From an optimization exercise on the open Yosys and OpenROAD flow, aimed at a short achievable clock period and few clock cycles; shortcuts taken in it are not production practice.
Only simulation tests tie the RTL to the original design; equivalence was not proved.
Power and IR drop assume default switching activity.

// tinyCore
module tinyCore (
    input  logic        clk,
    input  logic        reset_n,
    input  logic        halt,
    input  logic        trap,
    output logic [31:0] iAddr,
    input  logic [31:0] iData,
    output logic [31:0] dAddr,
    input  logic [31:0] dIn,
    output logic [31:0] dOut,
    output logic        memRw,
    output logic        strobe
);
For scale: roughly 900 flip-flops, roughly 170 I/O pins.
clock: 16.0 ns
lec_check: 0
cap_margin: 20
core_margin: 2
core_utilization: 30
slew_margin: 20
standard.sh (not shown) runs the stock make flow with config.mk's settings and CLKGATE_MAP_FILE= SYNTH_SCRIPT=/design/flow/synth_recipe.tcl, a recipe that flattens the netlist after the stock synthesis.
==> flow/flow/run.sh <==
#!/bin/bash
# The standard layout, with timing repair aimed below the clock period
# (a setup margin), so that the achieved period shrinks, and the port
# buffers made with a plain buffer cell.
set -uo pipefail
bash standard.sh SETUP_SLACK_MARGIN=11 "BUFFER_PORTS_ARGS=-buffer_cell sky130_fd_sc_hd__buf_4" finish > layout.log 2>&1
Testbench counts at the start, summed over its fixed seeds: cycles 73,641.
Rerun with:
--- a/flow/design.v
+++ b/flow/design.v
@@ -204,24 +204,23 @@
             assign out[(2*(N/3)+g)*32 +: 32] = in[(3*(N/3)+g)*32 +: 32];
         end
     endgenerate
 endmodule
 module aluSlow (
     input  logic [31:0] x,
     input  logic [31:0] b,
     input  logic        isMul,
     input  logic        isShl,
     output logic [31:0] part0,
     output logic [31:0] part1,
-    output logic [31:0] part2,
-    output logic [2:0]  late31
+    output logic [31:0] part2
 );
     logic        big;
     logic [31:0] shifted;
     logic [31:0] shiftRow;
     logic [17*32-1:0] rows;
     logic [12*32-1:0] l1;
     logic [8*32-1:0]  l2;
     logic [6*32-1:0]  l3;
     logic [4*32-1:0]  l4;
     logic [3*32-1:0]  l5;
     logic [31:0]      corr;
@@ -252,46 +251,41 @@
             assign rows[i*32 +: 32] = (neg ? ~v : v) << (2 * i);
             assign corr[2*i]   = neg;
             assign corr[2*i+1] = 1'b0;
         end
     endgenerate
     assign rows[16*32 +: 32] = corr;
     csaLevel #(.N(17)) uL1 (.in(rows),           .out(l1));
     csaLevel #(.N(12)) uL2 (.in(l1),             .out(l2));
     csaLevel #(.N(9))  uL3 (.in({shiftRow, l2}), .out(l3));
     csaLevel #(.N(6))  uL4 (.in(l3),             .out(l4));
     csaLevel #(.N(4))  uL5 (.in(l4),             .out(l5));
-    assign part0 = {^{l3[5*32+31], l3[4*32+31], l3[3*32+31], l3[2*32+31], l3[32+31], l3[31]},
-                    l5[30:0]};
-    assign part1 = {1'b0, l5[62:32]};
-    assign part2 = {1'b0, l5[94:64]};
-    assign late31 = {l4[3*32+31], l4[32+31], l5[32+31]};
+    assign part0 = l5[31:0];
+    assign part1 = l5[63:32];
+    assign part2 = l5[95:64];
 endmodule
 module slowSum (
     input  logic [31:0] part0,
     input  logic [31:0] part1,
     input  logic [31:0] part2,
-    input  logic [2:0]  late31,
     input  logic [31:0] ad,
     output logic [31:0] result
 );
     logic [4*32-1:0] rows;
     logic [3*32-1:0] l1;
     logic [2*32-1:0] l2;
     logic            cout;
     assign rows = {ad, part2, part1, part0};
     csaLevel #(.N(4)) uL1 (.in(rows), .out(l1));
     csaLevel #(.N(3)) uL2 (.in(l1),   .out(l2));
-    logic [31:0] sum;
-    prefixAdd uAdd (.a(l2[31:0]), .b(l2[63:32]), .cin(1'b0), .sum(sum), .cout(cout));
-    assign result = {sum[31] ^ (^late31), sum[30:0]};
+    prefixAdd uAdd (.a(l2[31:0]), .b(l2[63:32]), .cin(1'b0), .sum(result), .cout(cout));
 endmodule
 `timescale 1ns/1ps
 `timescale 1ns/1ps
 module tinyCore (
     input  logic        clk,
     input  logic        reset_n,
     input  logic        halt,
     input  logic        trap,
     output logic [31:0] iAddr,
     input  logic [31:0] iData,
     output logic [31:0] dAddr,
@@ -311,45 +305,42 @@
     logic [31:0] ePc1, ePc2;
     logic        eSteered;
     logic        eFwdS;
     logic        eSelOr, eSelAnd, eSelAndNot, eSelXor, eSelXnor;
     logic        eUseX, eBPlain, eBInv;
     logic        eSelLt, eSelGt, eSelEq, eSelNe;
     logic        eIsCmp, eIsMul, eIsShl, eSlow, eAdZero;
     logic        eLoad, eStore, eJump, eThrow, eTrap, eWrites;
     logic [3:0]  eDest;
     logic        mValid;
     logic [31:0] mR, mP0, mP1, mP2, mAd, mStoreData;
-    logic [2:0]  mLate31;
     logic        strobeQ, memRwQ;
     logic        mSlow, mLoad, mStore, mJump, mThrow, mTrap, mWrites;
     logic [3:0]  mDest;
     logic [31:0] r2;
     logic [31:0] mVal;
     logic        mHold;
     logic        redirectM;
     logic [31:0] targetM;
-    slowSum uSum2 (.part0(mP0), .part1(mP1), .part2(mP2), .late31(mLate31), .ad(mAd),
-                   .result(r2));
+    slowSum uSum2 (.part0(mP0), .part1(mP1), .part2(mP2), .ad(mAd), .result(r2));
     assign mVal = mLoad ? dIn : mSlow ? r2 : mR;
     assign mHold     = mValid & ((mSlow & (mLoad | mStore)) | mThrow);
     assign redirectM = mValid & ((mJump & (mLoad | mSlow) & ~(mSlow & mLoad)) | mThrow);
     assign targetM   = mThrow ? dIn : mVal;
     assign dAddr  = mR;
     assign dOut   = mStoreData;
     assign memRw  = memRwQ;
     assign strobe = strobeQ;
     logic [31:0] x, b, ad;
     logic [31:0] fastR;
     logic [31:0] slow0, slow1, slow2;
-    logic [2:0]  slowLate31;
     logic        eFlag;
     logic        differs;
     logic        taken;
     logic        redirectE;
     logic [31:0] targetE;
     assign x  = eX;
     assign b  = eB;
     assign ad = eAd;
     aluExec uAlu (
         .x      (x),
         .b      (b),
@@ -372,24 +363,23 @@
         .result    (fastR),
         .flag      (eFlag),
         .differs(differs)
     );
     aluSlow uSlow (
         .x       (x),
         .b       (b),
         .isMul   (eIsMul),
         .isShl   (eIsShl),
         .part0   (slow0),
         .part1   (slow1),
-        .part2   (slow2),
-        .late31  (slowLate31)
+        .part2   (slow2)
     );
     assign taken     = eJump & ~eLoad & ~eSlow & ~eSteered & differs;
     assign redirectE = eValid & (taken | eTrap);
     assign targetE   = eTrap ? TRAMP_BOTTOM : fastR;
     logic [31:0] ins;
     logic        dT, dK, dS, dD;
     logic [3:0]  dDest, dX, dY, dOp;
     logic [31:0] dImm;
     logic        dThrow;
     logic [31:0] pcF1;
     logic        pcF1Cout;
@@ -509,23 +499,22 @@
             end else if (!mHold) begin
                 eValid <= dAccept;
             end
         end
     end
     always_ff @(posedge clk) begin
         if (!mHold) begin
             mR         <= fastR;
             mP0        <= slow0;
             mP1        <= slow1;
             mP2        <= slow2;
-            mLate31    <= slowLate31;
             mAd        <= ad;
             mStoreData <= eFwdS ? mVal : eS;
             mSlow      <= eSlow;
             mLoad      <= eLoad;
             mStore     <= eStore;
             mJump      <= eJump;
             mThrow     <= eThrow;
             mTrap      <= eTrap;
             mWrites    <= eWrites;
             mDest      <= eDest;
         end else if (mThrow) begin
Effect: Critical path depth rises by 5. Global-route usage is higher by 4.0 points. Total power rose by 2.1%. Maximum frequency went down by 3.3%. Routed wire length came out higher by 13%. First-iteration DRC count fell by 5.7%.
Testbench counts after the change, summed over its fixed seeds: cycles 73,641.

## what the ideal ports hide
No port has a modelled driver above. Below, the same layouts with a new extraction and two added sets of constraints.
Step 1 sets driving cells, clkbuf_16 on the clock port and buf_2 on the other inputs (assumed; they add their load-dependent delay and slew).
Step 2 times the ports against the registers' clock, not the clock port: input delays grow and output delays shrink by t, the midpoint of the rising clock arrivals with the driver on.
Slacks: ideal ports / drivers / drivers and shift; pairs: ideal ports / drivers.
run	t, ns	setup WS [ns]	worst register clock-pin slew, ns
the first run	0.846	10.953 / 10.736 / 9.891	0.07 / 0.07
the second run	0.891	10.783 / 10.615 / 9.723	0.08 / 0.08
After both steps setup and hold are still met in every run listed. For the first run, which loses most, drivers alone change the setup slack by -0.217 ns; drivers and shift together by -1.062 ns.
